Source: an optimization exercise on an open RTL-to-GDS flow (aim: small area, a short achievable clock period and few clock cycles). Production flows keep margins and buffers that such runs may drop. Only simulation tests tie the RTL to the original design; equivalence was not proved. The clock input has no modelled driver; a real chip could not lean on it and would need a root buffer or a full tree.

job 7977:
Design ced_top, start of the top module:
module ced_top
#(
  parameter int IMG_SIZE = 128
) (
  input  logic        clk,
  input  logic        rst,
  input  logic        enable,
  output logic        ird,
  output logic [13:0] iaddr,
  input  logic [7:0]  idata,
  output logic        grad_wr,
  output logic [39:0] grad_out,
  output logic        done
);
  localparam int K    = 8;             
  localparam int KO   = K - 2;         
  localparam int OUTS = IMG_SIZE - 2;  
  localparam int DL   = 2 * K + 1;     
  function automatic logic [13:0] radd(input logic [13:0] a, input logic [13:0] b,
                                       input logic cin);
    logic [13:0] s;
    logic        c;
    integer      i;
    c = cin;
    for (i = 0; i < 14; i = i + 1) begin
      s[i] = a[i] ^ b[i] ^ c;
      c    = (a[i] & b[i]) | (a[i] & c) | (b[i] & c);
    end
    radd = s;
  endfunction
  localparam int          LAG        = 4;    
  localparam logic [13:0] OADDR_INIT = 14'(-((LAG - 1) * OUTS + 1));
  logic        started;   
  logic        run;       
  logic [2:0]  jr;        
  logic [6:0]  rowr;      
  logic [6:0]  colr;      
  logic        v1, v2, v3;   
  logic [13:0] oaddr;     
  logic last_j, last_read;
  assign last_j    = (jr == 3'(K - 1));
  assign last_read = last_j && (colr == 7'd127) && (rowr == 7'd127);
  assign ird   = run;
  assign iaddr = {rowr, colr};
  always_ff @(posedge clk or posedge rst) begin
    if (rst) begin
      started <= 1'b0;
      run     <= 1'b0;
      v1      <= 1'b0;
      v2      <= 1'b0;
      v3      <= 1'b0;
      grad_wr <= 1'b0;
      done    <= 1'b0;
    end else begin
      if (enable && !started) begin
        started <= 1'b1;
        run     <= 1'b1;
      end else if (last_read) begin
        run     <= 1'b0;
      end
      v1      <= run && (jr >= 3'd2) && (colr >= 7'd2);
      v2      <= v1;
      v3      <= v2;
  ...
==> module ced_top, before the edit <==
module ced_top
#(
  parameter int IMG_SIZE = 128
) (
  input  logic        clk,
  input  logic        rst,
  input  logic        enable,
  output logic        ird,
  output logic [13:0] iaddr,
  input  logic [7:0]  idata,
  output logic        grad_wr,
  output logic [39:0] grad_out,
  output logic        done
);
  localparam int K    = 8;             
  localparam int KO   = K - 2;         
  localparam int OUTS = IMG_SIZE - 2;  
  localparam int DL   = 2 * K + 1;     
  function automatic logic [13:0] radd(input logic [13:0] a, input logic [13:0] b,
                                       input logic cin);
    logic [13:0] s;
    logic        c;
    integer      i;
    c = cin;
    for (i = 0; i < 14; i = i + 1) begin
      s[i] = a[i] ^ b[i] ^ c;
      c    = (a[i] & b[i]) | (a[i] & c) | (b[i] & c);
    end
    radd = s;
  endfunction
  localparam int          LAG        = 4;    
  localparam logic [13:0] OADDR_INIT = 14'(-((LAG - 1) * OUTS + 1));
  logic        started;   
  logic        run;       
  logic [2:0]  jr;        
  logic [6:0]  rowr;      
  logic [6:0]  colr;      
  logic        v1, v2, v3;   
  logic [13:0] oaddr;     
  logic last_j, last_read;
  assign last_j    = (jr == 3'(K - 1));
  assign last_read = last_j && (colr == 7'd127) && (rowr == 7'd127);
  assign ird   = run;
  assign iaddr = {rowr, colr};
  always_ff @(posedge clk or posedge rst) begin
    if (rst) begin
      started <= 1'b0;
      run     <= 1'b0;
      v1      <= 1'b0;
      v2      <= 1'b0;
      v3      <= 1'b0;
      grad_wr <= 1'b0;
      done    <= 1'b0;
    end else begin
      if (enable && !started) begin
        started <= 1'b1;
        run     <= 1'b1;
      end else if (last_read) begin
        run     <= 1'b0;
      end
      v1      <= run && (jr >= 3'd2) && (colr >= 7'd2);
      v2      <= v1;
      v3      <= v2;
      grad_wr <= v3;
      if (started && !run && !v1 && !v2 && !v3) done <= 1'b1;
    end
  end
  logic [6:0]  row_step;
  logic [13:0] oaddr_step;
  always_comb begin
    if (!last_j)              row_step = 7'd1;
    else if (colr == 7'd127)  row_step = 7'(-1);
    else                      row_step = 7'(-(K - 1));
  end
  always_ff @(posedge clk) begin
    if (!started) begin
      jr   <= '0;
      rowr <= '0;
      colr <= '0;
    end else begin
      jr   <= 3'(radd({11'b0, jr}, 14'd0, 1'b1));
      colr <= 7'(radd({7'b0, colr}, 14'd0, last_j));
      rowr <= 7'(radd({7'b0, rowr}, {7'b0, row_step}, 1'b0));
    end
  end
  always_comb begin
    if (jr != 3'(LAG - 1))   oaddr_step = 14'(OUTS);
    else if (colr == 7'd0)   oaddr_step = 14'(-(OUTS + 127));
    else                     oaddr_step = 14'(-((K - 1) * OUTS - 1));
  end
  always_ff @(posedge clk) begin
    if (!started) oaddr <= OADDR_INIT;
    else          oaddr <= radd(oaddr, oaddr_step, 1'b0);
  end
  logic [7:0] px [DL];
  always_ff @(posedge clk) begin
    px[0] <= idata;
    for (int i = 1; i < DL; i++) px[i] <= px[i-1];
  end
  logic signed [8:0]  d;
  logic signed [8:0]  s2;
  logic signed [10:0] s1;
  logic signed [10:0] gx;
  logic [9:0]         h, h1, h2;
  logic signed [10:0] gy;
  logic [9:0] h0;
  assign d  = 9'(radd({6'b0, px[0]}, ~{6'b0, px[2*K]}, 1'b1));
  assign gx = 11'(radd({{5{d[8]}}, d}, {{3{s1[10]}}, s1}, 1'b0));
  assign h0 = 10'(radd({6'b0, px[0]}, {6'b0, px[2*K]}, 1'b0));
  assign h  = 10'(radd({4'b0, h0}, {5'b0, px[K], 1'b0}, 1'b0));
  assign gy = 11'(radd({4'b0, h}, ~{4'b0, h2}, 1'b1));
  always_ff @(posedge clk) begin
    s2 <= d;
    s1 <= 11'(radd({{4{d[8]}}, d, 1'b0}, {{5{s2[8]}}, s2}, 1'b0));
    h1 <= h;
    h2 <= h1;
  end
  logic [9:0] ax, ay, ax_q, ay_q;
  logic       same_q;
  assign ax = 10'(radd({4'b0, gx[9:0] ^ {10{gx[10]}}}, 14'd0, gx[10]));
  assign ay = 10'(radd({4'b0, gy[9:0] ^ {10{gy[10]}}}, 14'd0, gy[10]));
  always_ff @(posedge clk) begin
    ax_q   <= ax;
    ay_q   <= ay;
    same_q <= (gx[10] == gy[10]);
  end
  logic [10:0] mag;
  logic        a45, a90, a135;
  gradient_result u_gradient_result (
    .ax        (ax_q),
    .ay        (ay_q),
    .same_sign (same_q),
    .mag       (mag),
    .a45       (a45),
    .a90       (a90),
    .a135      (a135)
  );
  logic [10:0] mag_q;
  logic        a45_q, a90_q, a135_q, a45_135_q, a90_135_q, a45_90_q;
  always_ff @(posedge clk) begin
    mag_q     <= mag;
    a45_q     <= a45;
    a135_q    <= a135;
    a90_q     <= a90;
    a45_135_q <= a45 | a135;
    a90_135_q <= a90 | a135;
    a45_90_q  <= a45 | a90;
  end
  logic [7:0] ang;
  assign ang = {a135_q, a90_q, a45_q, a90_q, a45_90_q,
                a45_135_q, a90_135_q, a45_135_q};
  assign grad_out = {2'b0, mag_q, 5'b0, ang, oaddr};
endmodule
export LEC_CHECK = 0
export CAP_MARGIN = 20
export CORE_MARGIN = 2
export CORE_UTILIZATION = 40
export PLACE_DENSITY = 0.6
export SLEW_MARGIN = 20
create_clock -name core_clock -period 70.0 [get_ports {clk}]
standard.sh (not shown) runs the stock make flow with config.mk's settings and CLKGATE_MAP_FILE= SYNTH_SCRIPT=/design/flow/synth_recipe.tcl, a recipe that flattens the netlist after the stock synthesis.
==> flow/flow/run.sh <==
#!/bin/bash
# The standard layout (standard.sh, unchanged scripts) with three changes:
# - the port buffers are buf_2 cells rather than the default pick (a slow
#   clkdlybuf4s50_1), which shortens the paths into and out of the ports;
# - clock tree synthesis uses clkbuf_8 cells in clusters of up to 20 sinks
#   and adds no dummy loads for balancing;
# - after clock tree synthesis, the tree's middle level of buffers is taken
#   out (flat_clock.tcl): the root buffer, now a clkbuf_16, drives every leaf
#   buffer itself. Every register still sees the same number of buffers.
# Each tool writes its whole output to a log file here.
set -euo pipefail
export BUFFER_PORTS_ARGS="-buffer_cell sky130_fd_sc_hd__buf_2"
export CTS_ARGS="-sink_clustering_enable -repair_clock_nets -sink_clustering_size 20 -sink_clustering_max_diameter 60 -dont_use_dummy_load -buf_list sky130_fd_sc_hd__clkbuf_8"
bash standard.sh cts > standard_cts.log 2>&1
RESULTS="$PWD/orfs/results/$FLOW_PLATFORM/ced_top/base" openroad -no_init -exit flow/flat_clock.tcl > flat_clock.log 2>&1
bash standard.sh > standard.log 2>&1
==> flow/flow/flat_clock.tcl <==
# Take the middle level out of the clock tree that CTS built: the leaf
# buffers are moved from the middle buffers' nets to the root buffer's net,
# and the root buffer is made a clkbuf_16.
set results $::env(RESULTS)
read_db $results/4_cts.odb
set block [ord::get_db_block]
set db [ord::get_db]
set root [$block findInst clkbuf_0_clk]
if {$root eq "NULL"} { error "no root clock buffer" }
set root_net [[$root findITerm X] getNet]
set mids {}
# a middle buffer is a clock buffer on the root's net that drives only
# other clock buffers
foreach it [$root_net getITerms] {
  set inst [$it getInst]
  if {$inst eq $root || ![string match "*clkbuf*" [[$inst getMaster] getName]]} { continue }
  set only_bufs 1
  foreach lt [[[$inst findITerm X] getNet] getITerms] {
    set l [$lt getInst]
    if {$l ne $inst && ![string match "*clkbuf*" [[$l getMaster] getName]]} { set only_bufs 0 }
  }
  if {$only_bufs} { lappend mids $inst }
}
puts "middle buffers: [llength $mids]"
foreach mid $mids {
  set out_net [[$mid findITerm X] getNet]
  set moved 0
  foreach it [$out_net getITerms] {
    if {[$it getInst] eq $mid} { continue }
    $it disconnect
    $it connect $root_net
    incr moved
  }
  puts "[$mid getName]: moved $moved loads"
  odb::dbInst_destroy $mid
  odb::dbNet_destroy $out_net
}
set m16 [$db findMaster sky130_fd_sc_hd__clkbuf_16]
$root swapMaster $m16
write_db $results/4_cts.odb
Testbench counts of job 7977, summed over its fixed seeds: cycles 172,080.
diff inputs: job 7977 => job 2667
--- a/flow/design.v
+++ b/flow/design.v
@@ -358,20 +358,17 @@
     .a45       (a45),
     .a90       (a90),
     .a135      (a135)
   );
   logic [10:0] mag_q;
-  logic        a45_q, a90_q, a135_q, a45_135_q, a90_135_q, a45_90_q;
+  logic        a45_q, a90_q, a135_q;
   always_ff @(posedge clk) begin
-    mag_q     <= mag;
-    a45_q     <= a45;
-    a135_q    <= a135;
-    a90_q     <= a90;
-    a45_135_q <= a45 | a135;
-    a90_135_q <= a90 | a135;
-    a45_90_q  <= a45 | a90;
+    mag_q  <= mag;
+    a45_q  <= a45;
+    a135_q <= a135;
+    a90_q  <= a90;
   end
   logic [7:0] ang;
-  assign ang = {a135_q, a90_q, a45_q, a90_q, a45_90_q,
-                a45_135_q, a90_135_q, a45_135_q};
+  assign ang = {a135_q, a90_q, a45_q, a90_q, a45_q | a90_q,
+                a45_q | a135_q, a90_q | a135_q, a45_q | a135_q};
   assign grad_out = {2'b0, mag_q, 5'b0, ang, oaddr};
 endmodule
--- outcome ---
Job 2667: done, clean on timing, DRC and antenna. Job 7977 finished all stages; the layout is clean. Compared with job 7977, in job 2667 global-route wire length before repair now sits lower, fraction of final layout cells sized beyond drive strength 1 picked up an extra 0.54 points, proportion of synthesized flip-flops having asynchronous set or reset level. Post-layout worst setup margin, job 2667 and job 7977: higher on job 7977. Changes observed in job 2667 relative to job 7977: actual slew at the worst max-slew pin lost 0.0071 ns; synthesized cell count now sits lower; final non-filler cell total saw little to no change. Job 2667 against job 7977; multi-input combinational cell count is down slightly. Capture point of the critical path = grad_out[17]: job 2667; capture point of the critical path = iaddr[0]: job 7977. Job 2667 vs. job 7977: post-route clock period utilization went up by 0.25 points. Job 2667 vs job 7977, post-synthesis register bit count went down by 1.2%.
Testbench counts of job 2667, summed over its fixed seeds: cycles 172,080.

afterwards: timing with drivers on the ports:
The flow's constraints put no driver on any port. The routed layouts listed below were extracted and timed again, unchanged, in two steps.
Step 1 assumes that a clkbuf_16 drives the clock port and a buf_2 every other input.
Step 2 also shifts input and output timing later by t, the mid clock arrival at the registers, as if the neighbouring blocks saw the same clock.
Slacks: ideal ports / drivers / drivers and shift; pairs: ideal ports / drivers.
run | t (ns) | setup WS [ns] | hold slack, ns | worst setup path after step 2
job 7977 | 0.444 | 55.014 / 54.971 / 55.414 | 0.292 / 0.292 / 0.292 | register to output
job 2667 | 0.454 | 54.837 / 54.793 / 55.247 | 0.295 / 0.295 / 0.295 | register to output
After both steps setup and hold are still met in every run listed.
